Background: an optimization exercise with open tools, aiming at small area. Do not read the settings as production practice. The RTL was checked by simulation tests, not by an equivalence proof against the original design. Power and IR drop assume default switching activity.

File: flow/run.sh
#!/bin/bash
# Own layout flow: the standard flow (standard.sh) with the standard
# synthesis unchanged, and these changes to the later steps:
#  - every port gets a buf_1 as its port buffer;
#  - clock tree synthesis uses clkbuf_8, clusters of up to 16 registers within
#    80 um, and inserts no dummy loads.
# Each step's full output goes to a log file of its own in this folder.
set -euo pipefail
bash standard.sh synth > synth.log 2>&1
export BUFFER_PORTS_ARGS="-buffer_cell sky130_fd_sc_hd__buf_1"
export CTS_ARGS="-sink_clustering_enable -repair_clock_nets -dont_use_dummy_load -buf_list sky130_fd_sc_hd__clkbuf_8 -sink_clustering_size 18 -sink_clustering_max_diameter 90"
bash standard.sh floorplan > floorplan.log 2>&1
bash standard.sh place > place.log 2>&1
bash standard.sh cts > cts.log 2>&1
bash standard.sh route > route.log 2>&1
bash standard.sh finish > finish.log 2>&1
File: standard.sh
#!/bin/bash
# synth_recipe.tcl (not shown) runs the flow's synth.tcl, then flattens the netlist and writes it again
# the make line also repeats each setting of config.mk as NAME=value (left out here)
make -C /OpenROAD-flow-scripts/flow DESIGN_CONFIG=/design/flow/config.mk WORK_HOME=/design/flow/orfs CLKGATE_MAP_FILE= SYNTH_SCRIPT=/design/flow/synth_recipe.tcl "${@:-finish}"
File: config.mk
export PLATFORM = sky130hd
export DESIGN_NAME = moving_average_deviation_detector_unit
export DESIGN_NICKNAME = moving_average_deviation_detector_unit
export VERILOG_FILES = /design/flow/design.v
export SDC_FILE = /design/flow/constraint.sdc
export NUM_CORES = 4
export LEC_CHECK = 0
export CAP_MARGIN = 20
export CORE_MARGIN = 2
export CORE_UTILIZATION = 60
export CTS_BUF_LIST = sky130_fd_sc_hd__clkbuf_8
export CTS_CLUSTER_SIZE = 30
export GPL_TIMING_DRIVEN = 0
export SLEW_MARGIN = 20
File: constraint.sdc
create_clock -name core_clock -period 4.5 [get_ports {clk_i}]
set_input_delay 0.9000 -clock core_clock [delete_from_list [all_inputs] [get_ports {clk_i}]]
set_output_delay 0.9000 -clock core_clock [all_outputs]
set_load 0.01 [all_outputs]
File: design.v
package madd_pkg;
  localparam int WinLen    = 16;
  localparam int WinLog    = $clog2(WinLen);
  localparam int SmpW      = 16;
  localparam int SumW      = SmpW + WinLog;
  localparam int DevW      = SumW + 1;
  localparam int ThrW      = 15;
  localparam int HoldW     = 8;
  localparam int LimW      = ThrW + WinLog;
  localparam int CfgIdxW   = 1;
  localparam int CfgDataW  = 15;
  localparam int EvtW      = 2;
  localparam int OutTdataW = 8;
  localparam logic [ThrW-1:0]  ThrRst  = ThrW'(768);
  localparam logic [HoldW-1:0] HoldRst = HoldW'(30);
  typedef enum logic [CfgIdxW-1:0] {
    CfgThreshold = 1'b0,
    CfgHoldoff   = 1'b1
  } cfg_idx_e;
  typedef enum logic [EvtW-1:0] {
    EvtNone    = 2'd0,
    EvtBump    = 2'd1,
    EvtPothole = 2'd2
  } evt_e;
  typedef struct packed {
    logic                   vld;
    logic signed [SmpW-1:0] data;
  } cell_t;
endpackage
module madd_cell (
  input  logic                        clk_i,
  input  logic                        en_i,
  input  logic [madd_pkg::SmpW-1:0]   d_i,
  output logic [madd_pkg::SmpW-1:0]   q_o
);
  always_ff @(posedge clk_i) begin
    if (en_i) begin
      q_o <= d_i;
    end
  end
endmodule
module madd_eval (
  input  logic [madd_pkg::SmpW-1:0]  smp_i,
  input  logic [madd_pkg::SumW-1:0]  sum_i,
  input  logic [madd_pkg::ThrW-1:0]  thr_i,
  output logic                       hit_pos_o,
  output logic                       hit_neg_o
);
  logic [madd_pkg::SmpW-1:0] x;
  logic [madd_pkg::SumW-1:0] r;
  logic [madd_pkg::ThrW-1:0] t;
  logic f_pos, f_neg;   
  logic nc1;
  logic nc10;
  logic nc11;
  logic nc12;
  logic nc13;
  logic nc14;
  logic nc15;
  logic nc16;
  logic nc17;
  logic nc18;
  logic nc19;
  logic nc2;
  logic nc3;
  logic nc4;
  logic nc5;
  logic nc6;
  logic nc7;
  logic nc8;
  logic nc9;
  logic nkG0;
  logic nkG1;
  logic nkG10;
  logic nkG11;
  logic nkG12;
  logic nkG13;
  logic nkG14;
  logic nkG15;
  logic nkG16;
  logic nkG17;
  logic nkG18;
  logic nkG19;
  logic nkG2;
  logic nkG3;
  logic nkG4;
  logic nkG5;
  logic nkG6;
  logic nkG7;
  logic nkG8;
  logic nkG9;
  logic nkT0;
  logic nkT1;
  logic nkT10;
  logic nkT11;
  logic nkT12;
  logic nkT13;
  logic nkT14;
  logic nkT15;
  logic nkT16;
  logic nkT17;
  logic nkT18;
  logic nkT19;
  logic nkT2;
  logic nkT3;
  logic nkT4;
  logic nkT5;
  logic nkT6;
  logic nkT7;
  logic nkT8;
  logic nkT9;
  logic nkg0;
  logic nkg1;
  logic nkg10;
  logic nkg11;
  logic nkg12;
  logic nkg13;
  logic nkg14;
  logic nkg15;
  logic nkg16;
  logic nkg17;
  logic nkg18;
  logic nkg19;
  logic nkg2;
  logic nkg20;
  logic nkg3;
  logic nkg4;
  logic nkg5;
  logic nkg6;
  logic nkg7;
  logic nkg8;
  logic nkg9;
  logic nkt0;
  logic nkt1;
  logic nkt10;
  logic nkt11;
  logic nkt12;
  logic nkt13;
  logic nkt14;
  logic nkt15;
  logic nkt16;
  logic nkt17;
  logic nkt18;
  logic nkt19;
  logic nkt2;
  logic nkt20;
  logic nkt3;
  logic nkt4;
  logic nkt5;
  logic nkt6;
  logic nkt7;
  logic nkt8;
  logic nkt9;
  logic ns1;
  logic ns10;
  logic ns11;
  logic ns12;
  logic ns13;
  logic ns14;
  logic ns15;
  logic ns16;
  logic ns17;
  logic ns18;
  logic ns19;
  logic ns2;
  logic ns3;
  logic ns4;
  logic ns5;
  logic ns6;
  logic ns7;
  logic ns8;
  logic ns9;
  logic pc0;
  logic pc1;
  logic pc10;
  logic pc11;
  logic pc12;
  logic pc13;
  logic pc14;
  logic pc15;
  logic pc16;
  logic pc17;
  logic pc18;
  logic pc19;
  logic pc2;
  logic pc3;
  logic pc4;
  logic pc5;
  logic pc6;
  logic pc7;
  logic pc8;
  logic pc9;
  logic pkG0;
  logic pkG1;
  logic pkG10;
  logic pkG11;
  logic pkG12;
  logic pkG13;
  logic pkG14;
  logic pkG15;
  logic pkG16;
  logic pkG17;
  logic pkG18;
  logic pkG19;
  logic pkG2;
  logic pkG3;
  logic pkG4;
  logic pkG5;
  logic pkG6;
  logic pkG7;
  logic pkG8;
  logic pkG9;
  logic pkT0;
  logic pkT1;
  logic pkT10;
  logic pkT11;
  logic pkT12;
  logic pkT13;
  logic pkT14;
  logic pkT15;
  logic pkT16;
  logic pkT17;
  logic pkT18;
  logic pkT19;
  logic pkT2;
  logic pkT3;
  logic pkT4;
  logic pkT5;
  logic pkT6;
  logic pkT7;
  logic pkT8;
  logic pkT9;
  logic pkg0;
  logic pkg1;
  logic pkg10;
  logic pkg11;
  logic pkg12;
  logic pkg13;
  logic pkg14;
  logic pkg15;
  logic pkg16;
  logic pkg17;
  logic pkg18;
  logic pkg19;
  logic pkg2;
  logic pkg20;
  logic pkg3;
  logic pkg4;
  logic pkg5;
  logic pkg6;
  logic pkg7;
  logic pkg8;
  logic pkg9;
  logic pkt0;
  logic pkt1;
  logic pkt10;
  logic pkt11;
  logic pkt12;
  logic pkt13;
  logic pkt14;
  logic pkt15;
  logic pkt16;
  logic pkt17;
  logic pkt18;
  logic pkt19;
  logic pkt2;
  logic pkt20;
  logic pkt3;
  logic pkt4;
  logic pkt5;
  logic pkt6;
  logic pkt7;
  logic pkt8;
  logic pkt9;
  logic ps0;
  logic ps1;
  logic ps10;
  logic ps11;
  logic ps12;
  logic ps13;
  logic ps14;
  logic ps15;
  logic ps16;
  logic ps17;
  logic ps18;
  logic ps19;
  logic ps2;
  logic ps3;
  logic ps4;
  logic ps5;
  logic ps6;
  logic ps7;
  logic ps8;
  logic ps9;
  logic wc0;
  logic wc1;
  logic wc10;
  logic wc11;
  logic wc12;
  logic wc13;
  logic wc14;
  logic wc15;
  logic wc16;
  logic wc17;
  logic wc18;
  logic wc2;
  logic wc3;
  logic wc4;
  logic wc5;
  logic wc6;
  logic wc7;
  logic wc8;
  logic wc9;
  logic ws0;
  logic ws1;
  logic ws10;
  logic ws11;
  logic ws12;
  logic ws13;
  logic ws14;
  logic ws15;
  logic ws16;
  logic ws17;
  logic ws18;
  logic ws2;
  logic ws3;
  logic ws4;
  logic ws5;
  logic ws6;
  logic ws7;
  logic ws8;
  logic ws9;
  assign x = smp_i;
  assign r = sum_i;
  assign t = thr_i;
  assign ws0 = r[0] ^ x[0] ^ 1'b1;
  assign wc0 = (r[0] & x[0]) | (r[0] & 1'b1) | (x[0] & 1'b1);
  assign ws1 = r[1] ^ x[1];
  assign wc1 = r[1] & x[1];
  assign ws2 = r[2] ^ x[2] ^ 1'b1;
  assign wc2 = (r[2] & x[2]) | (r[2] & 1'b1) | (x[2] & 1'b1);
  assign ws3 = r[3] ^ x[3] ^ 1'b1;
  assign wc3 = (r[3] & x[3]) | (r[3] & 1'b1) | (x[3] & 1'b1);
  assign ws4 = r[4] ^ x[4] ^ ~x[0];
  assign wc4 = (r[4] & x[4]) | (r[4] & ~x[0]) | (x[4] & ~x[0]);
  assign ws5 = r[5] ^ x[5] ^ ~x[1];
  assign wc5 = (r[5] & x[5]) | (r[5] & ~x[1]) | (x[5] & ~x[1]);
  assign ws6 = r[6] ^ x[6] ^ ~x[2];
  assign wc6 = (r[6] & x[6]) | (r[6] & ~x[2]) | (x[6] & ~x[2]);
  assign ws7 = r[7] ^ x[7] ^ ~x[3];
  assign wc7 = (r[7] & x[7]) | (r[7] & ~x[3]) | (x[7] & ~x[3]);
  assign ws8 = r[8] ^ x[8] ^ ~x[4];
  assign wc8 = (r[8] & x[8]) | (r[8] & ~x[4]) | (x[8] & ~x[4]);
  assign ws9 = r[9] ^ x[9] ^ ~x[5];
  assign wc9 = (r[9] & x[9]) | (r[9] & ~x[5]) | (x[9] & ~x[5]);
  assign ws10 = r[10] ^ x[10] ^ ~x[6];
  assign wc10 = (r[10] & x[10]) | (r[10] & ~x[6]) | (x[10] & ~x[6]);
  assign ws11 = r[11] ^ x[11] ^ ~x[7];
  assign wc11 = (r[11] & x[11]) | (r[11] & ~x[7]) | (x[11] & ~x[7]);
  assign ws12 = r[12] ^ x[12] ^ ~x[8];
  assign wc12 = (r[12] & x[12]) | (r[12] & ~x[8]) | (x[12] & ~x[8]);
  assign ws13 = r[13] ^ x[13] ^ ~x[9];
  assign wc13 = (r[13] & x[13]) | (r[13] & ~x[9]) | (x[13] & ~x[9]);
  assign ws14 = r[14] ^ x[14] ^ ~x[10];
  assign wc14 = (r[14] & x[14]) | (r[14] & ~x[10]) | (x[14] & ~x[10]);
  assign ws15 = r[15] ^ x[15] ^ ~x[11];
  assign wc15 = (r[15] & x[15]) | (r[15] & ~x[11]) | (x[15] & ~x[11]);
  assign ws16 = r[16] ^ x[15] ^ ~x[12];
  assign wc16 = (r[16] & x[15]) | (r[16] & ~x[12]) | (x[15] & ~x[12]);
  assign ws17 = r[17] ^ x[15] ^ ~x[13];
  assign wc17 = (r[17] & x[15]) | (r[17] & ~x[13]) | (x[15] & ~x[13]);
  assign ws18 = r[18] ^ x[15] ^ ~x[14];
  assign wc18 = (r[18] & x[15]) | (r[18] & ~x[14]) | (x[15] & ~x[14]);
  assign ps0 = ws0 ^ 1'b1;
  assign pc0 = ws0 & 1'b1;
  assign ps1 = wc0 ^ ws1 ^ 1'b1;
  assign pc1 = (wc0 & ws1) | (wc0 & 1'b1) | (ws1 & 1'b1);
  assign ps2 = wc1 ^ ws2;
  assign pc2 = wc1 & ws2;
  assign ps3 = wc2 ^ ws3;
  assign pc3 = wc2 & ws3;
  assign ps4 = wc3 ^ ws4 ^ t[0];
  assign pc4 = (wc3 & ws4) | (wc3 & t[0]) | (ws4 & t[0]);
  assign ps5 = wc4 ^ ws5 ^ t[1];
  assign pc5 = (wc4 & ws5) | (wc4 & t[1]) | (ws5 & t[1]);
  assign ps6 = wc5 ^ ws6 ^ t[2];
  assign pc6 = (wc5 & ws6) | (wc5 & t[2]) | (ws6 & t[2]);
  assign ps7 = wc6 ^ ws7 ^ t[3];
  assign pc7 = (wc6 & ws7) | (wc6 & t[3]) | (ws7 & t[3]);
  assign ps8 = wc7 ^ ws8 ^ t[4];
  assign pc8 = (wc7 & ws8) | (wc7 & t[4]) | (ws8 & t[4]);
  assign ps9 = wc8 ^ ws9 ^ t[5];
  assign pc9 = (wc8 & ws9) | (wc8 & t[5]) | (ws9 & t[5]);
  assign ps10 = wc9 ^ ws10 ^ t[6];
  assign pc10 = (wc9 & ws10) | (wc9 & t[6]) | (ws10 & t[6]);
  assign ps11 = wc10 ^ ws11 ^ t[7];
  assign pc11 = (wc10 & ws11) | (wc10 & t[7]) | (ws11 & t[7]);
  assign ps12 = wc11 ^ ws12 ^ t[8];
  assign pc12 = (wc11 & ws12) | (wc11 & t[8]) | (ws12 & t[8]);
  assign ps13 = wc12 ^ ws13 ^ t[9];
  assign pc13 = (wc12 & ws13) | (wc12 & t[9]) | (ws13 & t[9]);
  assign ps14 = wc13 ^ ws14 ^ t[10];
  assign pc14 = (wc13 & ws14) | (wc13 & t[10]) | (ws14 & t[10]);
  assign ps15 = wc14 ^ ws15 ^ t[11];
  assign pc15 = (wc14 & ws15) | (wc14 & t[11]) | (ws15 & t[11]);
  assign ps16 = wc15 ^ ws16 ^ t[12];
  assign pc16 = (wc15 & ws16) | (wc15 & t[12]) | (ws16 & t[12]);
  assign ps17 = wc16 ^ ws17 ^ t[13];
  assign pc17 = (wc16 & ws17) | (wc16 & t[13]) | (ws17 & t[13]);
  assign ps18 = wc17 ^ ws18 ^ t[14];
  assign pc18 = (wc17 & ws18) | (wc17 & t[14]) | (ws18 & t[14]);
  assign ps19 = wc18 ^ ~r[19];
  assign pc19 = wc18 & ~r[19];
  assign pkg0 = ps0 & 1'b0;
  assign pkt0 = ps0 | 1'b0;
  assign pkg1 = pc0 & ps1;
  assign pkt1 = pc0 | ps1;
  assign pkg2 = pc1 & ps2;
  assign pkt2 = pc1 | ps2;
  assign pkg3 = pc2 & ps3;
  assign pkt3 = pc2 | ps3;
  assign pkg4 = pc3 & ps4;
  assign pkt4 = pc3 | ps4;
  assign pkg5 = pc4 & ps5;
  assign pkt5 = pc4 | ps5;
  assign pkg6 = pc5 & ps6;
  assign pkt6 = pc5 | ps6;
  assign pkg7 = pc6 & ps7;
  assign pkt7 = pc6 | ps7;
  assign pkg8 = pc7 & ps8;
  assign pkt8 = pc7 | ps8;
  assign pkg9 = pc8 & ps9;
  assign pkt9 = pc8 | ps9;
  assign pkg10 = pc9 & ps10;
  assign pkt10 = pc9 | ps10;
  assign pkg11 = pc10 & ps11;
  assign pkt11 = pc10 | ps11;
  assign pkg12 = pc11 & ps12;
  assign pkt12 = pc11 | ps12;
  assign pkg13 = pc12 & ps13;
  assign pkt13 = pc12 | ps13;
  assign pkg14 = pc13 & ps14;
  assign pkt14 = pc13 | ps14;
  assign pkg15 = pc14 & ps15;
  assign pkt15 = pc14 | ps15;
  assign pkg16 = pc15 & ps16;
  assign pkt16 = pc15 | ps16;
  assign pkg17 = pc16 & ps17;
  assign pkt17 = pc16 | ps17;
  assign pkg18 = pc17 & ps18;
  assign pkt18 = pc17 | ps18;
  assign pkg19 = pc18 & ps19;
  assign pkt19 = pc18 | ps19;
  assign pkg20 = pc19 & 1'b1;
  assign pkt20 = pc19 | 1'b1;
  assign pkG0 = pkg1 | (pkt1 & pkg0);
  assign pkT0 = pkt1 & pkt0;
  assign pkG1 = pkg3 | (pkt3 & pkg2);
  assign pkT1 = pkt3 & pkt2;
  assign pkG2 = pkg5 | (pkt5 & pkg4);
  assign pkT2 = pkt5 & pkt4;
  assign pkG3 = pkg7 | (pkt7 & pkg6);
  assign pkT3 = pkt7 & pkt6;
  assign pkG4 = pkg9 | (pkt9 & pkg8);
  assign pkT4 = pkt9 & pkt8;
  assign pkG5 = pkg11 | (pkt11 & pkg10);
  assign pkT5 = pkt11 & pkt10;
  assign pkG6 = pkg13 | (pkt13 & pkg12);
  assign pkT6 = pkt13 & pkt12;
  assign pkG7 = pkg15 | (pkt15 & pkg14);
  assign pkT7 = pkt15 & pkt14;
  assign pkG8 = pkg17 | (pkt17 & pkg16);
  assign pkT8 = pkt17 & pkt16;
  assign pkG9 = pkg19 | (pkt19 & pkg18);
  assign pkT9 = pkt19 & pkt18;
  assign pkG10 = pkG1 | (pkT1 & pkG0);
  assign pkT10 = pkT1 & pkT0;
  assign pkG11 = pkG3 | (pkT3 & pkG2);
  assign pkT11 = pkT3 & pkT2;
  assign pkG12 = pkG5 | (pkT5 & pkG4);
  assign pkT12 = pkT5 & pkT4;
  assign pkG13 = pkG7 | (pkT7 & pkG6);
  assign pkT13 = pkT7 & pkT6;
  assign pkG14 = pkG9 | (pkT9 & pkG8);
  assign pkT14 = pkT9 & pkT8;
  assign pkG15 = pkG11 | (pkT11 & pkG10);
  assign pkT15 = pkT11 & pkT10;
  assign pkG16 = pkG13 | (pkT13 & pkG12);
  assign pkT16 = pkT13 & pkT12;
  assign pkG17 = pkg20 | (pkt20 & pkG14);
  assign pkT17 = pkt20 & pkT14;
  assign pkG18 = pkG16 | (pkT16 & pkG15);
  assign pkT18 = pkT16 & pkT15;
  assign pkG19 = pkG17 | (pkT17 & pkG18);
  assign pkT19 = pkT17 & pkT18;
  assign f_pos = 1'b1 ^ 1'b0 ^ pkG19;
  assign ns1 = ~wc0 ^ ~ws1;
  assign nc1 = ~wc0 & ~ws1;
  assign ns2 = ~wc1 ^ ~ws2;
  assign nc2 = ~wc1 & ~ws2;
  assign ns3 = ~wc2 ^ ~ws3;
  assign nc3 = ~wc2 & ~ws3;
  assign ns4 = ~wc3 ^ ~ws4 ^ t[0];
  assign nc4 = (~wc3 & ~ws4) | (~wc3 & t[0]) | (~ws4 & t[0]);
  assign ns5 = ~wc4 ^ ~ws5 ^ t[1];
  assign nc5 = (~wc4 & ~ws5) | (~wc4 & t[1]) | (~ws5 & t[1]);
  assign ns6 = ~wc5 ^ ~ws6 ^ t[2];
  assign nc6 = (~wc5 & ~ws6) | (~wc5 & t[2]) | (~ws6 & t[2]);
  assign ns7 = ~wc6 ^ ~ws7 ^ t[3];
  assign nc7 = (~wc6 & ~ws7) | (~wc6 & t[3]) | (~ws7 & t[3]);
  assign ns8 = ~wc7 ^ ~ws8 ^ t[4];
  assign nc8 = (~wc7 & ~ws8) | (~wc7 & t[4]) | (~ws8 & t[4]);
  assign ns9 = ~wc8 ^ ~ws9 ^ t[5];
  assign nc9 = (~wc8 & ~ws9) | (~wc8 & t[5]) | (~ws9 & t[5]);
  assign ns10 = ~wc9 ^ ~ws10 ^ t[6];
  assign nc10 = (~wc9 & ~ws10) | (~wc9 & t[6]) | (~ws10 & t[6]);
  assign ns11 = ~wc10 ^ ~ws11 ^ t[7];
  assign nc11 = (~wc10 & ~ws11) | (~wc10 & t[7]) | (~ws11 & t[7]);
  assign ns12 = ~wc11 ^ ~ws12 ^ t[8];
  assign nc12 = (~wc11 & ~ws12) | (~wc11 & t[8]) | (~ws12 & t[8]);
  assign ns13 = ~wc12 ^ ~ws13 ^ t[9];
  assign nc13 = (~wc12 & ~ws13) | (~wc12 & t[9]) | (~ws13 & t[9]);
  assign ns14 = ~wc13 ^ ~ws14 ^ t[10];
  assign nc14 = (~wc13 & ~ws14) | (~wc13 & t[10]) | (~ws14 & t[10]);
  assign ns15 = ~wc14 ^ ~ws15 ^ t[11];
  assign nc15 = (~wc14 & ~ws15) | (~wc14 & t[11]) | (~ws15 & t[11]);
  assign ns16 = ~wc15 ^ ~ws16 ^ t[12];
  assign nc16 = (~wc15 & ~ws16) | (~wc15 & t[12]) | (~ws16 & t[12]);
  assign ns17 = ~wc16 ^ ~ws17 ^ t[13];
  assign nc17 = (~wc16 & ~ws17) | (~wc16 & t[13]) | (~ws17 & t[13]);
  assign ns18 = ~wc17 ^ ~ws18 ^ t[14];
  assign nc18 = (~wc17 & ~ws18) | (~wc17 & t[14]) | (~ws18 & t[14]);
  assign ns19 = ~wc18 ^ ~~r[19];
  assign nc19 = ~wc18 & ~~r[19];
  assign nkg0 = ~ws0 & 1'b0;
  assign nkt0 = ~ws0 | 1'b0;
  assign nkg1 = ns1 & 1'b0;
  assign nkt1 = ns1 | 1'b0;
  assign nkg2 = nc1 & ns2;
  assign nkt2 = nc1 | ns2;
  assign nkg3 = nc2 & ns3;
  assign nkt3 = nc2 | ns3;
  assign nkg4 = nc3 & ns4;
  assign nkt4 = nc3 | ns4;
  assign nkg5 = nc4 & ns5;
  assign nkt5 = nc4 | ns5;
  assign nkg6 = nc5 & ns6;
  assign nkt6 = nc5 | ns6;
  assign nkg7 = nc6 & ns7;
  assign nkt7 = nc6 | ns7;
  assign nkg8 = nc7 & ns8;
  assign nkt8 = nc7 | ns8;
  assign nkg9 = nc8 & ns9;
  assign nkt9 = nc8 | ns9;
  assign nkg10 = nc9 & ns10;
  assign nkt10 = nc9 | ns10;
  assign nkg11 = nc10 & ns11;
  assign nkt11 = nc10 | ns11;
  assign nkg12 = nc11 & ns12;
  assign nkt12 = nc11 | ns12;
  assign nkg13 = nc12 & ns13;
  assign nkt13 = nc12 | ns13;
  assign nkg14 = nc13 & ns14;
  assign nkt14 = nc13 | ns14;
  assign nkg15 = nc14 & ns15;
  assign nkt15 = nc14 | ns15;
  assign nkg16 = nc15 & ns16;
  assign nkt16 = nc15 | ns16;
  assign nkg17 = nc16 & ns17;
  assign nkt17 = nc16 | ns17;
  assign nkg18 = nc17 & ns18;
  assign nkt18 = nc17 | ns18;
  assign nkg19 = nc18 & ns19;
  assign nkt19 = nc18 | ns19;
  assign nkg20 = nc19 & 1'b1;
  assign nkt20 = nc19 | 1'b1;
  assign nkG0 = nkg1 | (nkt1 & nkg0);
  assign nkT0 = nkt1 & nkt0;
  assign nkG1 = nkg3 | (nkt3 & nkg2);
  assign nkT1 = nkt3 & nkt2;
  assign nkG2 = nkg5 | (nkt5 & nkg4);
  assign nkT2 = nkt5 & nkt4;
  assign nkG3 = nkg7 | (nkt7 & nkg6);
  assign nkT3 = nkt7 & nkt6;
  assign nkG4 = nkg9 | (nkt9 & nkg8);
  assign nkT4 = nkt9 & nkt8;
  assign nkG5 = nkg11 | (nkt11 & nkg10);
  assign nkT5 = nkt11 & nkt10;
  assign nkG6 = nkg13 | (nkt13 & nkg12);
  assign nkT6 = nkt13 & nkt12;
  assign nkG7 = nkg15 | (nkt15 & nkg14);
  assign nkT7 = nkt15 & nkt14;
  assign nkG8 = nkg17 | (nkt17 & nkg16);
  assign nkT8 = nkt17 & nkt16;
  assign nkG9 = nkg19 | (nkt19 & nkg18);
  assign nkT9 = nkt19 & nkt18;
  assign nkG10 = nkG1 | (nkT1 & nkG0);
  assign nkT10 = nkT1 & nkT0;
  assign nkG11 = nkG3 | (nkT3 & nkG2);
  assign nkT11 = nkT3 & nkT2;
  assign nkG12 = nkG5 | (nkT5 & nkG4);
  assign nkT12 = nkT5 & nkT4;
  assign nkG13 = nkG7 | (nkT7 & nkG6);
  assign nkT13 = nkT7 & nkT6;
  assign nkG14 = nkG9 | (nkT9 & nkG8);
  assign nkT14 = nkT9 & nkT8;
  assign nkG15 = nkG11 | (nkT11 & nkG10);
  assign nkT15 = nkT11 & nkT10;
  assign nkG16 = nkG13 | (nkT13 & nkG12);
  assign nkT16 = nkT13 & nkT12;
  assign nkG17 = nkg20 | (nkt20 & nkG14);
  assign nkT17 = nkt20 & nkT14;
  assign nkG18 = nkG16 | (nkT16 & nkG15);
  assign nkT18 = nkT16 & nkT15;
  assign nkG19 = nkG17 | (nkT17 & nkG18);
  assign nkT19 = nkT17 & nkT18;
  assign f_neg = 1'b1 ^ 1'b0 ^ nkG19;
  assign hit_pos_o = f_pos;
  assign hit_neg_o = f_neg;
endmodule
module madd_upd (
  input  logic [madd_pkg::SumW-1:0]  sum_i,
  input  logic [madd_pkg::SmpW-1:0]  add_i,
  input  logic [madd_pkg::SmpW-1:0]  sub_i,
  output logic [madd_pkg::SumW-1:0]  sum_o
);
  logic [madd_pkg::SumW-1:0] r, s, c, p, g;
  logic [madd_pkg::SmpW-1:0] a, b;
  logic kg0;
  logic kg1;
  logic kg10;
  logic kg11;
  logic kg12;
  logic kg13;
  logic kg14;
  logic kg15;
  logic kg16;
  logic kg17;
  logic kg18;
  logic kg19;
  logic kg2;
  logic kg20;
  logic kg21;
  logic kg22;
  logic kg23;
  logic kg24;
  logic kg25;
  logic kg26;
  logic kg27;
  logic kg28;
  logic kg29;
  logic kg3;
  logic kg30;
  logic kg31;
  logic kg32;
  logic kg4;
  logic kg5;
  logic kg6;
  logic kg7;
  logic kg8;
  logic kg9;
  logic kp0;
  logic kp1;
  logic kp10;
  logic kp11;
  logic kp12;
  logic kp13;
  logic kp14;
  logic kp15;
  logic kp16;
  logic kp17;
  logic kp18;
  logic kp19;
  logic kp2;
  logic kp20;
  logic kp21;
  logic kp22;
  logic kp23;
  logic kp24;
  logic kp25;
  logic kp26;
  logic kp27;
  logic kp28;
  logic kp29;
  logic kp3;
  logic kp30;
  logic kp31;
  logic kp32;
  logic kp4;
  logic kp5;
  logic kp6;
  logic kp7;
  logic kp8;
  logic kp9;
  assign r = sum_i;
  assign a = add_i;
  assign b = sub_i;
  assign s[0] = (r[0] ^ a[0] ^ ~b[0]);
  assign c[0] = 1'b1;
  assign s[1] = (r[1] ^ a[1] ^ ~b[1]);
  assign c[1] = ((r[0] & a[0]) | (r[0] & ~b[0]) | (a[0] & ~b[0]));
  assign s[2] = (r[2] ^ a[2] ^ ~b[2]);
  assign c[2] = ((r[1] & a[1]) | (r[1] & ~b[1]) | (a[1] & ~b[1]));
  assign s[3] = (r[3] ^ a[3] ^ ~b[3]);
  assign c[3] = ((r[2] & a[2]) | (r[2] & ~b[2]) | (a[2] & ~b[2]));
  assign s[4] = (r[4] ^ a[4] ^ ~b[4]);
  assign c[4] = ((r[3] & a[3]) | (r[3] & ~b[3]) | (a[3] & ~b[3]));
  assign s[5] = (r[5] ^ a[5] ^ ~b[5]);
  assign c[5] = ((r[4] & a[4]) | (r[4] & ~b[4]) | (a[4] & ~b[4]));
  assign s[6] = (r[6] ^ a[6] ^ ~b[6]);
  assign c[6] = ((r[5] & a[5]) | (r[5] & ~b[5]) | (a[5] & ~b[5]));
  assign s[7] = (r[7] ^ a[7] ^ ~b[7]);
  assign c[7] = ((r[6] & a[6]) | (r[6] & ~b[6]) | (a[6] & ~b[6]));
  assign s[8] = (r[8] ^ a[8] ^ ~b[8]);
  assign c[8] = ((r[7] & a[7]) | (r[7] & ~b[7]) | (a[7] & ~b[7]));
  assign s[9] = (r[9] ^ a[9] ^ ~b[9]);
  assign c[9] = ((r[8] & a[8]) | (r[8] & ~b[8]) | (a[8] & ~b[8]));
  assign s[10] = (r[10] ^ a[10] ^ ~b[10]);
  assign c[10] = ((r[9] & a[9]) | (r[9] & ~b[9]) | (a[9] & ~b[9]));
  assign s[11] = (r[11] ^ a[11] ^ ~b[11]);
  assign c[11] = ((r[10] & a[10]) | (r[10] & ~b[10]) | (a[10] & ~b[10]));
  assign s[12] = (r[12] ^ a[12] ^ ~b[12]);
  assign c[12] = ((r[11] & a[11]) | (r[11] & ~b[11]) | (a[11] & ~b[11]));
  assign s[13] = (r[13] ^ a[13] ^ ~b[13]);
  assign c[13] = ((r[12] & a[12]) | (r[12] & ~b[12]) | (a[12] & ~b[12]));
  assign s[14] = (r[14] ^ a[14] ^ ~b[14]);
  assign c[14] = ((r[13] & a[13]) | (r[13] & ~b[13]) | (a[13] & ~b[13]));
  assign s[15] = (r[15] ^ ~a[15] ^ b[15]);
  assign c[15] = ((r[14] & a[14]) | (r[14] & ~b[14]) | (a[14] & ~b[14]));
  assign s[16] = ~r[16];
  assign c[16] = ((r[15] & ~a[15]) | (r[15] & b[15]) | (~a[15] & b[15]));
  assign s[17] = ~r[17];
  assign c[17] = r[16];
  assign s[18] = ~r[18];
  assign c[18] = r[17];
  assign s[19] = ~r[19];
  assign c[19] = r[18];
  assign p = s ^ c;
  assign g = s & c;
  assign kg0 = g[1] | (p[1] & g[0]);
  assign kp0 = p[1] & p[0];
  assign kg1 = g[3] | (p[3] & g[2]);
  assign kp1 = p[3] & p[2];
  assign kg2 = g[5] | (p[5] & g[4]);
  assign kp2 = p[5] & p[4];
  assign kg3 = g[7] | (p[7] & g[6]);
  assign kp3 = p[7] & p[6];
  assign kg4 = g[9] | (p[9] & g[8]);
  assign kp4 = p[9] & p[8];
  assign kg5 = g[11] | (p[11] & g[10]);
  assign kp5 = p[11] & p[10];
  assign kg6 = g[13] | (p[13] & g[12]);
  assign kp6 = p[13] & p[12];
  assign kg7 = g[15] | (p[15] & g[14]);
  assign kp7 = p[15] & p[14];
  assign kg8 = g[17] | (p[17] & g[16]);
  assign kp8 = p[17] & p[16];
  assign kg9 = g[19] | (p[19] & g[18]);
  assign kp9 = p[19] & p[18];
  assign kg10 = kg1 | (kp1 & kg0);
  assign kp10 = kp1 & kp0;
  assign kg11 = kg3 | (kp3 & kg2);
  assign kp11 = kp3 & kp2;
  assign kg12 = kg5 | (kp5 & kg4);
  assign kp12 = kp5 & kp4;
  assign kg13 = kg7 | (kp7 & kg6);
  assign kp13 = kp7 & kp6;
  assign kg14 = kg9 | (kp9 & kg8);
  assign kp14 = kp9 & kp8;
  assign kg15 = kg11 | (kp11 & kg10);
  assign kp15 = kp11 & kp10;
  assign kg16 = kg13 | (kp13 & kg12);
  assign kp16 = kp13 & kp12;
  assign kg17 = kg16 | (kp16 & kg15);
  assign kp17 = kp16 & kp15;
  assign kg18 = kg12 | (kp12 & kg15);
  assign kp18 = kp12 & kp15;
  assign kg19 = kg14 | (kp14 & kg17);
  assign kp19 = kp14 & kp17;
  assign kg20 = kg2 | (kp2 & kg10);
  assign kp20 = kp2 & kp10;
  assign kg21 = kg4 | (kp4 & kg15);
  assign kp21 = kp4 & kp15;
  assign kg22 = kg6 | (kp6 & kg18);
  assign kp22 = kp6 & kp18;
  assign kg23 = kg8 | (kp8 & kg17);
  assign kp23 = kp8 & kp17;
  assign kg24 = g[2] | (p[2] & kg0);
  assign kp24 = p[2] & kp0;
  assign kg25 = g[4] | (p[4] & kg10);
  assign kp25 = p[4] & kp10;
  assign kg26 = g[6] | (p[6] & kg20);
  assign kp26 = p[6] & kp20;
  assign kg27 = g[8] | (p[8] & kg15);
  assign kp27 = p[8] & kp15;
  assign kg28 = g[10] | (p[10] & kg21);
  assign kp28 = p[10] & kp21;
  assign kg29 = g[12] | (p[12] & kg18);
  assign kp29 = p[12] & kp18;
  assign kg30 = g[14] | (p[14] & kg22);
  assign kp30 = p[14] & kp22;
  assign kg31 = g[16] | (p[16] & kg17);
  assign kp31 = p[16] & kp17;
  assign kg32 = g[18] | (p[18] & kg23);
  assign kp32 = p[18] & kp23;
  assign sum_o = p ^ {kg32, kg23, kg31, kg17, kg30, kg22, kg29, kg18, kg28, kg21, kg27, kg15, kg26, kg20, kg25, kg10, kg24, kg0, g[0], 1'b0};
endmodule
module moving_average_deviation_detector_unit (
  input  logic                               clk_i,
  input  logic                               rst_ni,
  input  logic                               cfg_we_i,
  input  logic [madd_pkg::CfgIdxW-1:0]       cfg_idx_i,
  input  logic [madd_pkg::CfgDataW-1:0]      cfg_wdata_i,
  input  logic                               s_axis_tvalid,
  output logic                               s_axis_tready,
  input  logic [madd_pkg::SmpW-1:0]          s_axis_tdata,   
  output logic                               m_axis_tvalid,
  input  logic                               m_axis_tready,
  output logic [madd_pkg::OutTdataW-1:0]     m_axis_tdata    
);
  localparam int WinLen = madd_pkg::WinLen;
  localparam int SumW   = madd_pkg::SumW;
  localparam int SmpW   = madd_pkg::SmpW;
  localparam int HoldW  = madd_pkg::HoldW;
  logic [madd_pkg::ThrW-1:0] thr_q;
  logic [HoldW-1:0]          hold_len_q;
  always_ff @(posedge clk_i or negedge rst_ni) begin
    if (!rst_ni) begin
      thr_q      <= madd_pkg::ThrRst;
      hold_len_q <= madd_pkg::HoldRst;
    end else if (cfg_we_i) begin
      if (cfg_idx_i == madd_pkg::CfgHoldoff) begin
        hold_len_q <= cfg_wdata_i[HoldW-1:0];
      end else begin
        thr_q <= cfg_wdata_i[madd_pkg::ThrW-1:0];
      end
    end
  end
  logic ovld_q;
  logic accept;
  assign s_axis_tready = !ovld_q || m_axis_tready;
  assign accept        = s_axis_tvalid && s_axis_tready;
  logic [SmpW-1:0] win [WinLen];
  assign win[0] = s_axis_tdata;
  for (genvar k = 0; k < WinLen - 1; k++) begin : g_cell
    madd_cell u_cell (
      .clk_i (clk_i),
      .en_i  (accept),
      .d_i   (win[k]),
      .q_o   (win[k+1])
    );
  end
  logic            fill_q;
  logic [SumW-1:0] sum_q, sum_d;
  logic [SmpW-1:0] smp_in, smp_out;
  assign smp_in  = accept ? s_axis_tdata : '0;
  assign smp_out = (accept && fill_q) ? win[WinLen-1] : '0;
  madd_upd u_upd (
    .sum_i (sum_q),
    .add_i (smp_in),
    .sub_i (smp_out),
    .sum_o (sum_d)
  );
  always_ff @(posedge clk_i or negedge rst_ni) begin
    if (!rst_ni) begin
      sum_q <= '0;
    end else begin
      sum_q <= sum_d;
    end
  end
  logic hit_pos, hit_neg;
  madd_eval u_eval (
    .smp_i     (s_axis_tdata),
    .sum_i     (sum_q),
    .thr_i     (thr_q),
    .hit_pos_o (hit_pos),
    .hit_neg_o (hit_neg)
  );
  logic [HoldW-1:0] hold_q, hold_cur;
  logic             hold_dirty_q, evt_pos_q, evt_neg_q, blank;
  assign hold_cur = (hold_dirty_q && (evt_pos_q || evt_neg_q)) ? hold_len_q : hold_q;
  assign blank    = hold_cur != '0;
  always_ff @(posedge clk_i or negedge rst_ni) begin
    if (!rst_ni) begin
      hold_q       <= HoldW'(WinLen - 1);
      hold_dirty_q <= 1'b0;
      fill_q       <= 1'b0;
      ovld_q       <= 1'b0;
    end else begin
      hold_q       <= hold_cur;
      hold_dirty_q <= accept;
      if (accept) begin
        if (blank) begin
          hold_q <= hold_cur - 1'b1;
        end
        if (hold_cur == HoldW'(1)) begin
          fill_q <= 1'b1;
        end
      end
      ovld_q <= accept || (ovld_q && !m_axis_tready);
    end
  end
  always_ff @(posedge clk_i) begin
    if (accept) begin
      evt_pos_q <= hit_pos && !blank;
      evt_neg_q <= hit_neg && !blank;
    end
  end
  assign m_axis_tvalid = ovld_q;
  assign m_axis_tdata  = madd_pkg::OutTdataW'({evt_neg_q, evt_pos_q});
endmodule
==> notes.md, run 1 <==
drt wl/cell=about 18 um; startpoint types=input pin; CP required=approximately 4.9 ns; yosys warns=4; Final Slew Violations=0; crit path max fanout=10; dpl hpwl=approximately 14 mm; WL met1=between 9 and 10 mm; slew at the pin closest to its max-slew limit=0.7423 ns; status=no timing/DRC/antenna violations; CTS Buf Count=20; die width=about 150 um; vias=between 6000 and 7000; Register Area=approximately 0.0086 mm^2; largest net degree at the start of global routing=roughly 130; fin crit share=94.35%; Reg clk slew, reported paths=roughly 0.11 ns; Clock Path Buffers=3; Mapped Cells=775; DR WL met2=between 9 and 10 mm; core area=~0.020 mm^2; area grow syn2layout=7.563%; max-cap violations=0; die footprint=0.02213 mm^2; skew final=around 0.042 ns; nets=985; GRT Overall Usage=around a fifth; most common flop cell mapped by yosys=edfxtp_1; Via density=~5.4; Core Rows=52; Seq cells post-synth=between 200 and 300; Async SR Flop Fraction=between 15 and 20%; Final ANT Viol Nets=0; Post-CTS Setup Bufs=0; switching portion of total power=between 30% and 40%; GRT overflow=0; global-route wire length before repair=33.35 mm; clock latency (worst-skew pair)=0.52 ns; mean post-synth cell area=16.22 um^2; number of flops mapped to enable cells by yosys=~240; hold-fix buffer count after cts=0; # fillers=roughly 1500; worst min-delay path class=input pin to async pin; WL met3=roughly 830 um; share of cells above drive strength 1=between 10% and 20%; PwrDens=~570 mW/mm^2; First-pass DRT Iterations=4; Max Fclk=approximately 240 MHz; Switch Pwr=between 2 and 3 mW; GPL Wtd Cong=around 0.94; fin crit period=4.246 ns; Top Metal Used=met5; die height=148.8 um; Placement Setup Slack=-0.9088 ns; endpoints failing hold=0; # port buffers=40; sequential area share after synthesis=about two thirds; Crit Path Category=input pin to register; P_int=around 5.0 mW; Setup-failing EPs final=0; critical path arrival=approximately 4.7 ns; post-synth cell types=between 50 and 60; Seq pwr share=45.3%; vias in the first global route=6323; kind of cell adding the most delay to the critical path=adder cells; antenna violations before repair=3; worst path cell trace=buf_1 -> nand2b_2 -> nand2_2 -> inv_4 -> clkbuf_2 -> and3_1 -> fa_1 -> inv_1 -> ha_1 -> and4_1 -> nand3_1 -> a21oi_2 -> o21ai_0 -> a311o_1 -> fa_1 -> xnor2_1 -> xnor2_1; VDD IR max=between 0.3 and 0.4 mV; CTS HTree Levels=1; Critical Path Max Stage Delay=0.60 ns; Crit-path slowest cell=fa_1; initial cell density of the core=around three fifths; Pleak=5.308 nW; CP bufs+invs=4; CP Capture Type=register; Routed WL=20.38 mm; power share of the combinational group=39.8%; clock sinks=slightly below 300; setup ws final=between 0.2 and 0.3 ns; unrepaired setup endpoints after global routing=no; num ports=47; Total Neg Setup Slack=0 ns; CTS Root Cell=clkbuf_8; multi-input combinational cell area=~0.0034 mm^2; power share of the clock group=roughly 15%; DRC Markers=0; Worst slew margin=around half; CTS tree=built; Post-Syn Area=about 0.013 mm^2; Iter 0 DRT Violations=roughly 360
==> kinds of logic after synthesis <==
family | synth area share [%]
DFF | 68.64
buffers and inverters | 4.438
and+or+nand+nor | 4.389
adders and majority gates | 14.47
AOI/OAI and AO/OA | 4.428
muxes | 2.418
xor gates and xnor gates | 1.184
other | 0.02983
==> power by group through the flow <==
stage | clock [mW] | sequential (mW) | combinational (mW)
final | 1.15 | 3.47 | 3.05
after global routing | 1.30 | 3.50 | 3.49
after CTS | 1.21 | 3.47 | 3.04
after detailed placement | 0 | 3.53 | 3.00
after global placement | 0 | 3.52 | 2.81
after floorplan | 0 | 3.48 | 2.34
==> sequential cells by signal, summed over array words and instances (netlist names) <==
signal	count
g_cell.u_cell.q_o	240
sum_q	20
thr_q	15
hold_len_q	8
hold_q	8
evt_neg_q	1
evt_pos_q	1
fill_q	1
hold_dirty_q	1
ovld_q	1
==> layout make-up <==
class,count,area share [%]
sequential,296,63.82
multi-input combinational,344,25.34
inverter,124,3.460
tap,270,2.498
clock buffer,20,2.035
timing repair buffer,44,1.952
buffer,16,0.8789
antenna,1,0.01850
==> through the flow <==
step	cell area, um^2	hold WS [ns]	power, mW	instances	util (%)
3_3_place_gp	13130	0.4003	6.332	1090	64.25
4_1_cts	13490	0.2909	7.720	1113	66.04
2_1_floorplan	12640	0.4003	5.823	780	-
3_5_place_dp	13180	0.4045	6.535	1092	64.53
6_report	13520	0.3112	7.666	1115	66.20
5_1_grt	13520	0.2950	8.294	1114	66.19
==> per-layer routing <==
| layer | vias up | GRT usage, % |
|---|---|---|
| met1 | 3078 | 29.76 |
| li1 | 2803 | - |
| met2 | 122 | 30.32 |
| met4 | 2 | 4.905 |
| met5 | - | 0 |
| met3 | 30 | 3.242 |
==> placed cells by master (no fill, tap or decap), types with 8 or more instances in the layout <==
cell      count
nor3_1       11
and3_1       15
dfstp_2      10
fa_1         71
mux2i_1       9
o21ai_0      11
inv_1       123
a21oi_1      15
buf_1        39
nand2_1      25
xnor2_1      14
mux2_2       19
dfrtp_1      44
o22ai_1       8
nor2_1       29
clkbuf_8     20
buf_4         8
ha_1         31
edfxtp_1    242
a22oi_1       9
==> timing repair <==
item	CTS	global route
resized for setup	1	3
cloned	1	1
endpoints found under the setup margin	7	5
==> final timing paths <==
path                                         startpoint                       to  slack (ns)  cells past startpoint
min in group core_clock         g_cell[4].u_cell.q_o[4]  g_cell[5].u_cell.q_o[4]        0.37                      0
max in group asynchronous                        rst_ni                hold_q[2]        3.63                      2
worst max-delay path                      m_axis_tready                sum_q[19]        0.25                     17
worst min register to register  g_cell[4].u_cell.q_o[4]  g_cell[5].u_cell.q_o[4]        0.37                      0
worst min-delay path                             rst_ni                thr_q[13]        0.31                      1
worst max register to register                   ovld_q                sum_q[19]        0.34                     16
==> cells in the mapped netlist, types with 3 or more instances <==
library cell	n	area, um^2
edfxtp_1	242	7267
inv_1	124	465.5
fa_1	71	1421
dfrtp_1	44	1101
ha_1	31	387.9
nand2_1	30	112.6
nor2_1	29	108.9
mux2_2	19	214.0
a21oi_1	16	80.08
and3_1	15	93.84
xnor2_1	14	122.6
nor3_1	11	55.05
o21ai_0	11	55.05
dfstp_2	10	262.8
a22oi_1	9	67.56
mux2i_1	9	90.09
buf_4	8	60.06
o22ai_1	8	50.05
a21o_1	6	45.04
nand3_1	6	30.03
a31oi_1	5	31.28
clkbuf_1	5	18.77
xor2_1	3	26.28
==> worst reg2reg max path, delay by kind of cell, from the launching register on <==
family / cells / cell delay, ns
fa+ha+maj: 3 / 1.35
buf+inv: 3 / 0.58
flops: 1 / 0.41
xor+xnor: 2 / 0.32
simple gates: 5 / 0.72
compound gates: 3 / 0.70
==> inputs of run 2 (changes only) <==
--- a/flow/run.sh
+++ b/flow/run.sh
@@ -8,7 +8,7 @@
 set -euo pipefail
 bash standard.sh synth > synth.log 2>&1
 export BUFFER_PORTS_ARGS="-buffer_cell sky130_fd_sc_hd__buf_1"
-export CTS_ARGS="-sink_clustering_enable -repair_clock_nets -dont_use_dummy_load -buf_list sky130_fd_sc_hd__clkbuf_8 -sink_clustering_size 18 -sink_clustering_max_diameter 90"
+export CTS_ARGS="-sink_clustering_enable -repair_clock_nets -dont_use_dummy_load -buf_list sky130_fd_sc_hd__clkbuf_8 -sink_clustering_size 16 -sink_clustering_max_diameter 80"
 bash standard.sh floorplan > floorplan.log 2>&1
 bash standard.sh place > place.log 2>&1
 bash standard.sh cts > cts.log 2>&1
==> run 2 against run 1 <==
Compared with the run above: clock skew shrank 0.0092 ns; worst setup slack improved by 0.024 ns; final cell count up 0.18%; sequential power about the same; critical path depth stayed put; final area up 0.20%; register-to-register slack is essentially flat; global-route usage about the same; still clean; clock power is 4% higher.
==> notes.md, run 2 <==
Async SR Flop Fraction=18.24%; Clock Path Buffers=3; top cell type's share of synthesized area=about 58%; global-route wire length before repair=~33 mm; met3 usage=~3%; CP Capture Type=register; largest net degree at the start of global routing=around 130; GRT Overall Usage=~20%; Core Rows=between 50 and 60; most common flop cell mapped by yosys=edfxtp_1; Routed WL=20.30 mm; fin crit period=approximately 4.2 ns; Iter 0 DRT Violations=just over 300; vias=6063; Final ANT Viol Nets=0; Crit Path Category=input pin to register; largest reg by FF count=g_cell.u_cell.q_o; post-route cell area=between 0.01 and 0.015 mm^2; initial cell density of the core=61.54%; antenna violations before repair=2; nets=just under 1000; most common cell in the netlist=edfxtp_1; CP bufs+invs=4; post-synth cell types=57; Setup-failing EPs final=0; slew at the pin closest to its max-slew limit=roughly 0.73 ns; CTS Buf Count=22; DP Cell Count=about 1100; critical path arrival=~4.7 ns; max-cap violations=0; Post-CTS Setup Bufs=0; mean post-synth cell area=16.22 um^2; dpl hpwl=13.68 mm; grt peak-use layer=met2; met1 global-route usage=between 20 and 30%; area grow syn2layout=7.781%; R2R cell count=16; PwrDens=569.4 mW/mm^2; Seq cells post-synth=slightly below 300; hold-fix buffer count after cts=0; startpoint types=input pin; unrepaired setup endpoints after global routing=no; skew final=approximately 0.032 ns; Max Fclk=roughly 240 MHz; most frequent cells in the layout=edfxtp_1 (242), inv_1 (123), fa_1 (71); vias in the first global route=6351; DRC Markers=0; num ports=47; kind of cell adding the most delay to the critical path=adder cells; clock latency (worst-skew pair)=0.53 ns; die footprint=between 0.02 and 0.025 mm^2; GPL Wtd Cong=between 0.9 and 1; core area=0.02043 mm^2; Area contributors post-synth=edfxtp_1 (58%), fa_1 (11%), dfrtp_1 (8.8%); Critical Path Max Stage Delay=around 0.60 ns; critical path depth=17; Largest register FFs=240; number of flops mapped to enable cells by yosys=roughly 240; GRT overflow=0; Post-Syn Area=approximately 0.013 mm^2; status=no timing/DRC/antenna violations; share of cells above drive strength 1=about a tenth; worst path cell trace=buf_1 -> nand2b_2 -> nand2_2 -> inv_4 -> clkbuf_2 -> and3_1 -> fa_1 -> inv_1 -> ha_1 -> and4_1 -> nand3_1 -> a21oi_2 -> o21ai_0 -> a311o_1 -> fa_1 -> xnor2_1 -> xnor2_1; Crit-path slowest cell=fa_1; Final Slew Violations=0; largest registers=g_cell.u_cell.q_o (240), sum_q (20), thr_q (15); die height=148.8 um; VDD IR max=between 0.2 and 0.3 mV; CTS tree=built; drt wl/cell=approximately 18 um; crit path max fanout=10; largest area contributor in the netlist=edfxtp_1; Reg clk slew, reported paths=around 0.10 ns; Via density=~5.4; CP required=4.96 ns; CTS Root Cell=clkbuf_8; met2 Resource Use GR=30.14%; Finished Layout Cells=approximately 1100; Synth top cells by count=edfxtp_1 (242), inv_1 (124), fa_1 (71); Worst slew margin=between 50% and 60%; dpl cell area=0.01318 mm^2; fin crit share=between 90 and 100%; endpoints failing hold=0; CTS HTree Levels=1; yosys warns=4; die width=about 150 um; Pleak=~5.3 nW; clock sinks=296; # port buffers=40; Mapped Cells=just under 800; First-pass DRT Iterations=4; sequential area share after synthesis=around two thirds; commonest non-fill, non-tap cell in the layout=edfxtp_1; Total Neg Setup Slack=0 ns; worst min-delay path class=input pin to async pin
==> run 2: cell counts after synthesis <==
Identical to the previous run, type by type.
==> run 2: final cells by class <==
cell class                 instances  area, um^2
multi-input combinational        344        3427
clock buffer                      22       302.8
antenna                            1       2.502
timing repair buffer              44       264.0
tap                              270       337.8
buffer                            16       118.9
fill                            1455        6878
sequential                       296        8631
inverter                         124       467.9
==> run 2: logic make-up (layout without fill, tap and decap cells) <==
| kind of cell | count (synthesis) | after routing | share of synthesized area (%) |
|---|---|---|---|
| AO/OA/AOI/OAI | 80 | 80 | 4.428 |
| XOR/XNOR | 17 | 17 | 1.184 |
| adder cells (fa/ha/maj) | 103 | 103 | 14.47 |
| buffers and inverters | 140 | 206 | 4.438 |
| flip-flops | 296 | 296 | 68.64 |
| multiplexers | 28 | 28 | 2.418 |
| other | 1 | 7 | 0.02983 |
| AND/OR/NAND/NOR | 110 | 110 | 4.389 |
==> run 2: what timing repair did <==
item / in CTS / in global routing
cloned: 1 / 1
endpoints found under the setup margin: 7 / 5
pin swaps: 0 / 0
resized for setup: 0 / 5
==> run 2: routing by layer <==
layer	wire, um	vias up
li1	-	2806
met3	796	33
met5	13	-
met4	456	2
met2	9513	131
met1	9522	3091
==> run 2: final timing paths <==
| path | to | startpoint | slack [ns] |
|---|---|---|---|
| setup / recovery | sum_q[19] | m_axis_tready | 0.28 |
| hold / removal | hold_len_q[5] | rst_ni | 0.31 |
| setup reg to reg | sum_q[19] | ovld_q | 0.34 |
| hold reg to reg | g_cell[4].u_cell.q_o[4] | g_cell[3].u_cell.q_o[4] | 0.40 |
| max in group asynchronous | hold_q[2] | rst_ni | 3.64 |
| min in group core_clock | g_cell[4].u_cell.q_o[4] | g_cell[3].u_cell.q_o[4] | 0.40 |
==> run 2: where the power goes <==
| group | internal, mW | switching (mW) | total (mW) |
|---|---|---|---|
| logic | 1.32 | 1.73 | 3.05 |
| clock network | 0.440 | 0.758 | 1.20 |
| registers | 3.33 | 0.144 | 3.47 |
==> run 2: metrics by stage <==
| stage | util (%) | hold slack (ns) | setup WS [ns] | power [mW] |
|---|---|---|---|---|
| after floorplan | - | 0.4003 | -0.01547 | 5.823 |
| after global placement | 64.25 | 0.4003 | -0.8505 | 6.332 |
| after detailed placement | 64.53 | 0.4045 | -0.9088 | 6.535 |
| after CTS | 66.17 | 0.2781 | 0.01582 | 7.762 |
| after global routing | 66.32 | 0.2844 | 0.02454 | 8.345 |
| final | 66.33 | 0.3061 | 0.2781 | 7.716 |
==> inputs of run 3 (changes only) <==
--- a/flow/run.sh
+++ b/flow/run.sh
@@ -11,6 +11,6 @@
 export CTS_ARGS="-sink_clustering_enable -repair_clock_nets -dont_use_dummy_load -buf_list sky130_fd_sc_hd__clkbuf_8 -sink_clustering_size 16 -sink_clustering_max_diameter 80"
 bash standard.sh floorplan > floorplan.log 2>&1
 bash standard.sh place > place.log 2>&1
-bash standard.sh cts > cts.log 2>&1
+SKIP_GATE_CLONING=1 bash standard.sh cts > cts.log 2>&1
 bash standard.sh route > route.log 2>&1
 bash standard.sh finish > finish.log 2>&1
==> run 3 against run 2 <==
Compared with the run above: non-clock buffer count did not move; still clean on timing, DRC and antenna; worst setup slack got worse by 0.00071 ns; hold slack got worse by 0.00056 ns; count of clock-buffer cells in the layout did not move; via count fell by 0.15%.
==> notes.md, run 3 <==
CP Capture Type=register; most common cell in the netlist=edfxtp_1; CTS Root Cell=clkbuf_8; Iter 0 DRT Violations=around 340; worst path cell trace=buf_1 -> nand2b_2 -> nand2_2 -> inv_4 -> clkbuf_2 -> and3_1 -> fa_1 -> inv_1 -> ha_1 -> and4_1 -> nand3_1 -> a21oi_2 -> o21ai_0 -> a311o_1 -> fa_1 -> xnor2_1 -> xnor2_1; multi-input combinational cell area=0.003427 mm^2; largest net degree at the start of global routing=~130; area share of and/or/nand/nor cells after synthesis=~4.4%; Crit Path Category=input pin to register; DRC Markers=0; Register Area=approximately 0.0086 mm^2; dpl hpwl=between 10 and 15 mm; drt wl/cell=around 18 um; largest area contributor in the netlist=edfxtp_1; Area contributors post-synth=edfxtp_1 (58%), fa_1 (11%), dfrtp_1 (8.8%); clock sinks=296; share of cells above drive strength 1=10.52%; skew final=0.03110 ns; largest registers=g_cell.u_cell.q_o (240), sum_q (20), thr_q (15); worst r2r dst=sum_q[19]; initial cell density of the core=around three fifths; worst min-delay path class=input pin to async pin; dpl cell area=0.01318 mm^2; Post-Synth Adder-Cell Area=14.47%; endpoints failing hold=0; most common flop cell mapped by yosys=edfxtp_1; Setup-failing EPs final=0; switching portion of total power=roughly 34%; sequential area share after synthesis=between 60 and 70%; post-synth cell types=57; unrepaired setup endpoints after global routing=no; die height=around 150 um; power share of the clock group=approximately 16%; vias in the first global route=between 6000 and 7000; GRT Overall Usage=19.57%; Seq cells post-synth=slightly below 300; post-route cell area=roughly 0.014 mm^2; post-synthesis compound-gate area fraction=4.428%; critical path arrival=~4.7 ns; Synth Area in XOR/XNOR=under 10%; Post-Syn Area=0.01257 mm^2; First-pass DRT Iterations=4; Worst slew margin=a little over 50%; Final ANT Viol Nets=0; Mapped Cells=775; startpoint types=input pin; CTS tree=built; GRT overflow=0; R2R cell count=16; most frequent cells in the layout=edfxtp_1 (242), inv_1 (123), fa_1 (71); global-route wire length before repair=33.48 mm; fin crit share=between 90 and 100%; number of flops mapped to enable cells by yosys=242; Clock Path Buffers=3; Seq pwr share=~45%; Critical Path Max Stage Delay=around 0.60 ns; clock latency (worst-skew pair)=about 0.53 ns; CTS HTree Levels=1; setup slack, reg-to-reg=roughly 0.35 ns; die footprint=0.02213 mm^2; hold-fix buffer count after cts=0; Reg clk slew, reported paths=roughly 0.10 ns; die width=about 150 um; CTS Buf Count=22; Max Fclk=between 200 and 250 MHz; GPL Wtd Cong=between 0.9 and 1; P_int=5.083 mW; PwrDens=~570 mW/mm^2; Pleak=5.317 nW; Synth top cells by count=edfxtp_1 (242), inv_1 (124), fa_1 (71); main combinational cell family by area after synthesis=adder cells; core area=between 0.02 and 0.025 mm^2; CP Launch Point=m_axis_tready; max-cap violations=0; critical path depth=17; # fillers=about 1500; Core Rows=between 50 and 60; top cell type's share of synthesized area=roughly 58%; reg-to-reg startpoint=ovld_q; CP required=4.96 ns; Via density=between 5 and 6; Crit-path slowest cell=fa_1; commonest non-fill, non-tap cell in the layout=edfxtp_1; VDD IR max=roughly 0.28 mV; Largest register FFs=between 200 and 250; fin crit period=4.223 ns; vias=around 6100; power share of the combinational group=roughly 40%; yosys warns=4; slew at the pin closest to its max-slew limit=about 0.74 ns; nets=987; Switch Pwr=about 2.6 mW; mean post-synth cell area=between 15 and 20 um^2; antenna violations before repair=2; status=no timing/DRC/antenna violations; Final Slew Violations=0; Async SR Flop Fraction=18.24%; multiplexer share of the synthesized area=roughly 2.4%; Routed WL=about 20 mm; final design utilization=roughly 66%; worst setup path end=sum_q[19]; # port buffers=40; kind of cell adding the most delay to the critical path=adder cells; crit path max fanout=10; largest reg by FF count=g_cell.u_cell.q_o; area grow syn2layout=7.742%; CP bufs+invs=4; num ports=47
-- run 3: logic make-up (layout without fill, tap and decap cells) --
| group | count (synthesis) | count (layout) |
|---|---|---|
| multiplexers | 28 | 28 |
| flip-flops | 296 | 296 |
| buffers and inverters | 140 | 206 |
| other | 1 | 7 |
| AO/OA/AOI/OAI | 80 | 80 |
| XOR/XNOR | 17 | 17 |
| adder cells (fa/ha/maj) | 103 | 103 |
| AND/OR/NAND/NOR | 110 | 110 |
-- run 3: area by class of cell --
type                    count  area share, %
well taps                 270          2.494
plain buffers              16         0.8774
flip-flops and latches    296          63.71
multi-input cells         344          25.30
inverters                 124          3.454
clock buffers              22          2.235
repair buffers             44          1.912
diodes                      1        0.01847
-- run 3: worst min path at each step --
stage                                   startpoint                         to  slack [ns]  cells past startpoint
final                                       rst_ni              hold_len_q[5]        0.31                      1
after global routing                        rst_ni              hold_len_q[5]        0.28                      1
after CTS                                   rst_ni              hold_len_q[5]        0.28                      1
after detailed placement  g_cell[9].u_cell.q_o[13]  g_cell[10].u_cell.q_o[13]        0.40                      0
after global placement     g_cell[0].u_cell.q_o[2]    g_cell[1].u_cell.q_o[2]        0.40                      0
after floorplan            g_cell[9].u_cell.q_o[0]   g_cell[10].u_cell.q_o[0]        0.40                      0
-- run 3: timing repair --
item                                    4_1_cts  5_1_grt
hold endpoints to repair                      0        0
setup buffers                                 1        0
gates cloned                                  0        1
resized for setup                             0        5
endpoints found under the setup margin        7        5
-- run 3: through the flow --
step           setup slack [ns]  cells  power, mW  setup TNS, ns  hold slack, ns
4_1_cts                 0.02191   1115      7.762              0          0.2781
3_3_place_gp            -0.8505   1090      6.332         -7.323          0.4003
2_1_floorplan          -0.01547    780      5.823       -0.01547          0.4003
5_1_grt                 0.03370   1116      8.345              0          0.2844
3_5_place_dp            -0.9088   1092      6.535         -8.289          0.4045
6_report                 0.2774   1117      7.718              0          0.3055
-- run 3: power groups by stage --
stage / clock, mW / combinational (mW) / sequential, mW
finish: 1.20 / 3.05 / 3.47
global route: 1.35 / 3.49 / 3.50
CTS: 1.25 / 3.04 / 3.47
detailed placement: 0 / 3.00 / 3.53
global placement: 0 / 2.81 / 3.52
floorplan: 0 / 2.34 / 3.48
-- run 3: layer usage --
layer	track usage [%]	wire (um)	vias up
met3	3.028	787	35
met5	0	13	-
met2	29.93	9484	126
met4	5.238	462	2
met1	30.16	9677	3085
li1	-	-	2806
==> inputs of run 4 (changes only) <==
--- a/flow/run.sh
+++ b/flow/run.sh
@@ -11,6 +11,6 @@
 export CTS_ARGS="-sink_clustering_enable -repair_clock_nets -dont_use_dummy_load -buf_list sky130_fd_sc_hd__clkbuf_8 -sink_clustering_size 16 -sink_clustering_max_diameter 80"
 bash standard.sh floorplan > floorplan.log 2>&1
 bash standard.sh place > place.log 2>&1
-SKIP_GATE_CLONING=1 bash standard.sh cts > cts.log 2>&1
+bash standard.sh cts > cts.log 2>&1
 bash standard.sh route > route.log 2>&1
 bash standard.sh finish > finish.log 2>&1
--- a/config.mk
+++ b/config.mk
@@ -7,8 +7,6 @@
 export LEC_CHECK = 0
 export CAP_MARGIN = 20
 export CORE_MARGIN = 2
-export CORE_UTILIZATION = 60
-export CTS_BUF_LIST = sky130_fd_sc_hd__clkbuf_8
-export CTS_CLUSTER_SIZE = 30
+export CORE_UTILIZATION = 50
 export GPL_TIMING_DRIVEN = 0
 export SLEW_MARGIN = 20
==> run 4 against run 3 <==
Compared with the run above: still clean; fmax is 2.5% lower; die area is 19% higher; worst setup slack worse by 0.11 ns; final area is 0.37% higher; sequential power hardly changed; clock power hardly changed; synthesized area stayed put; final cell count is 5.2% higher; critical path type unchanged; critical endpoint unchanged; largest power group unchanged.
==> notes.md, run 4 <==
status=no timing/DRC/antenna violations; Via density=about 5.2; Crit Path Category=input pin to register; PwrDens=roughly 570 mW/mm^2; die height=between 150 and 200 um; share of cells above drive strength 1=between 10% and 20%; Core Rows=58; Max Fclk=between 200 and 250 MHz; Reg clk slew, reported paths=0.11 ns; fin crit period=4.331 ns; die footprint=~0.026 mm^2; Final Slew Violations=0; CTS tree=built; CP Capture Type=register; drt wl/cell=between 15 and 20 um; # port buffers=40; num ports=47; number of flops mapped to enable cells by yosys=between 200 and 250; largest reg by FF count=g_cell.u_cell.q_o; GRT Overall Usage=between 10% and 20%; Crit-path slowest cell=fa_1; most common cell in the netlist=edfxtp_1; worst path cell trace=buf_1 -> nand2b_2 -> nand2_2 -> inv_4 -> clkbuf_2 -> nand2_1 -> fa_1 -> inv_1 -> ha_1 -> a21o_1 -> a21o_1 -> a221o_1 -> o21ai_0 -> a311o_1 -> fa_1 -> xnor2_1 -> xnor2_1; Post-CTS Setup Bufs=0; largest area contributor in the netlist=edfxtp_1; Pleak=around 5.3 nW; kind of cell adding the most delay to the critical path=compound AO/OA/AOI/OAI gates; core area=around 0.025 mm^2; Total Neg Setup Slack=0 ns; max-cap violations=0; global-route wire length before repair=34.39 mm; area grow syn2layout=8.140%; top cell type's share of synthesized area=57.80%; largest net degree at the start of global routing=roughly 130; die width=162.6 um; most frequent cells in the layout=edfxtp_1 (242), inv_1 (123), fa_1 (71); final design utilization=between 50% and 60%; CP bufs+invs=4; CTS Root Cell=clkbuf_8; critical path arrival=4.78 ns; CTS HTree Levels=1; CP required=between 4 and 5 ns; Post-Syn Area=0.01257 mm^2; Async SR Flop Fraction=~18%; Routed WL=21.15 mm; Worst Hold Slack=0.3712 ns; most common flop cell mapped by yosys=edfxtp_1; antenna violations before repair=1; Iter 0 DRT Violations=between 300 and 400; skew final=approximately 0.029 ns; slew at the pin closest to its max-slew limit=0.7503 ns; ant diodes=0; unrepaired setup endpoints after global routing=no; Critical Path Max Stage Delay=0.54 ns; worst min-delay path class=input pin to async pin; endpoints failing hold=0; vias in the first global route=6475; Setup-failing EPs final=0; DRC Markers=0; initial cell density of the core=between 50 and 60%; commonest non-fill, non-tap cell in the layout=edfxtp_1; clock sinks=~300; clock latency (worst-skew pair)=between 0.5 and 0.6 ns; fin crit share=between 90% and 100%; sequential area share after synthesis=68.64%; crit path max fanout=10; largest registers=g_cell.u_cell.q_o (240), sum_q (20), thr_q (15); GPL Wtd Cong=just over 0.8; First-pass DRT Iterations=5; nets=986; Area contributors post-synth=edfxtp_1 (58%), fa_1 (11%), dfrtp_1 (8.8%); Final ANT Viol Nets=0; hold-fix buffer count after cts=0; CTS Buf Count=22; vias=roughly 6100; post-synth cell types=57; Clock Path Buffers=3; startpoint types=input pin; VDD IR max=about 0.25 mV; Mapped Cells=around 780; Worst slew margin=between 40% and 50%; Seq cells post-synth=296; dpl hpwl=13.93 mm; yosys warns=4; Largest register FFs=240; GRT overflow=0; mean post-synth cell area=16.22 um^2; Synth top cells by count=edfxtp_1 (242), inv_1 (124), fa_1 (71)
## run 4: where the power goes
group | switching, mW | internal, mW
sequential | 0.148 | 3.33
clock | 0.773 | 0.440
combinational | 1.75 | 1.32
total | 2.67 | 5.08
## run 4: stage by stage
step                      setup slack, ns  instances  cell area (um^2)  power [mW]
after detailed placement           -1.038       1151             13220       6.577
after CTS                         0.05298       1175             13590       7.841
after global routing              0.03649       1175             13600       8.383
after floorplan                  -0.01547        780             12640       5.823
final                              0.1695       1175             13600       7.752
after global placement            -0.8789       1150             13200       6.347
## run 4: area by class of cell
class                      count  area, um^2
inverter                     124       467.9
timing repair buffer          43       236.5
fill                        2036       11370
tap                          330       412.9
buffer                        16       118.9
clock buffer                  22       302.8
multi-input combinational    344        3427
sequential                   296        8631
## run 4: logic make-up (layout without fill, tap and decap cells)
| family | count (synthesis) | in the layout | share of synthesized area, % |
|---|---|---|---|
| other | 1 | 6 | 0.02983 |
| buffers and inverters | 140 | 205 | 4.438 |
| multiplexers | 28 | 28 | 2.418 |
| AND/OR/NAND/NOR | 110 | 110 | 4.389 |
| flip-flops | 296 | 296 | 68.64 |
| adder cells (fa/ha/maj) | 103 | 103 | 14.47 |
| XOR/XNOR | 17 | 17 | 1.184 |
| AO/OA/AOI/OAI | 80 | 80 | 4.428 |
## run 4: metal layers
layer / track usage [%] / routed length, um
met3: 2.827 / 951
met5: 0 / 13
met1: 25.02 / 9832
met2: 25.96 / 9752
met4: 5.833 / 595
## run 4: timing repair
item	in CTS	in global routing
endpoints found under the setup margin	11	1
resized for setup	1	3
gates cloned	2	0
## run 4: worst reg2reg max path: cells and delay by family (launching register included)
family	cells	cell delay, ns
AOI/OAI and AO/OA	5	1.46
xor gates and xnor gates	2	0.27
adders and majority gates	3	1.08
buffers and inverters	3	0.57
DFF	1	0.40
and+or+nand+nor	3	0.39
## run 4: worst paths after layout
check / to / slack, ns / cells after the start / from
worst max-delay path: sum_q[19] / 0.17 / 17 / m_axis_tready
worst min-delay path: hold_dirty_q / 0.37 / 1 / rst_ni
worst max register to register: sum_q[19] / 0.23 / 16 / ovld_q
worst min register to register: g_cell[6].u_cell.q_o[0] / 0.39 / 0 / g_cell[5].u_cell.q_o[0]
max in group asynchronous: hold_q[1] / 3.44 / 2 / rst_ni
min in group core_clock: g_cell[6].u_cell.q_o[0] / 0.39 / 0 / g_cell[5].u_cell.q_o[0]

-- static timing again, ports no longer ideal --
The results above use ideal ports. As a check the final layouts listed here were re-extracted and re-timed, cells and wires unchanged. Step 1 assumes that a clkbuf_16 drives the clock port and a buf_2 every other input. Step 2 moves the port delays by t, midway between the first and last clock arrival at a register: inputs arrive t later, outputs are due t later. That takes back most of the time a late clock gives input paths. a / b / c = no drivers / after step 1 / after step 2; a / b = the first two.
run	t (ns)	slack for setup (ns)	worst setup path after step 2	slew at the worst register clock pin (ns)	worst data-port slew with drivers (ns)
run 1	0.549	0.254 / 0.276 / -0.274	input to register	0.11 / 0.11	0.07
run 2	0.566	0.278 / 0.299 / -0.267	input to register	0.11 / 0.11	0.07
run 3	0.566	0.277 / 0.298 / -0.268	input to register	0.11 / 0.11	0.07
run 4	0.573	0.169 / 0.190 / -0.383	input to register	0.11 / 0.11	0.08
With both steps, setup timing fails in every run listed, where it was met with ideal ports. The setup slack of run 4, which loses most, moves by +0.021 ns with the drivers and by -0.552 ns with both steps.
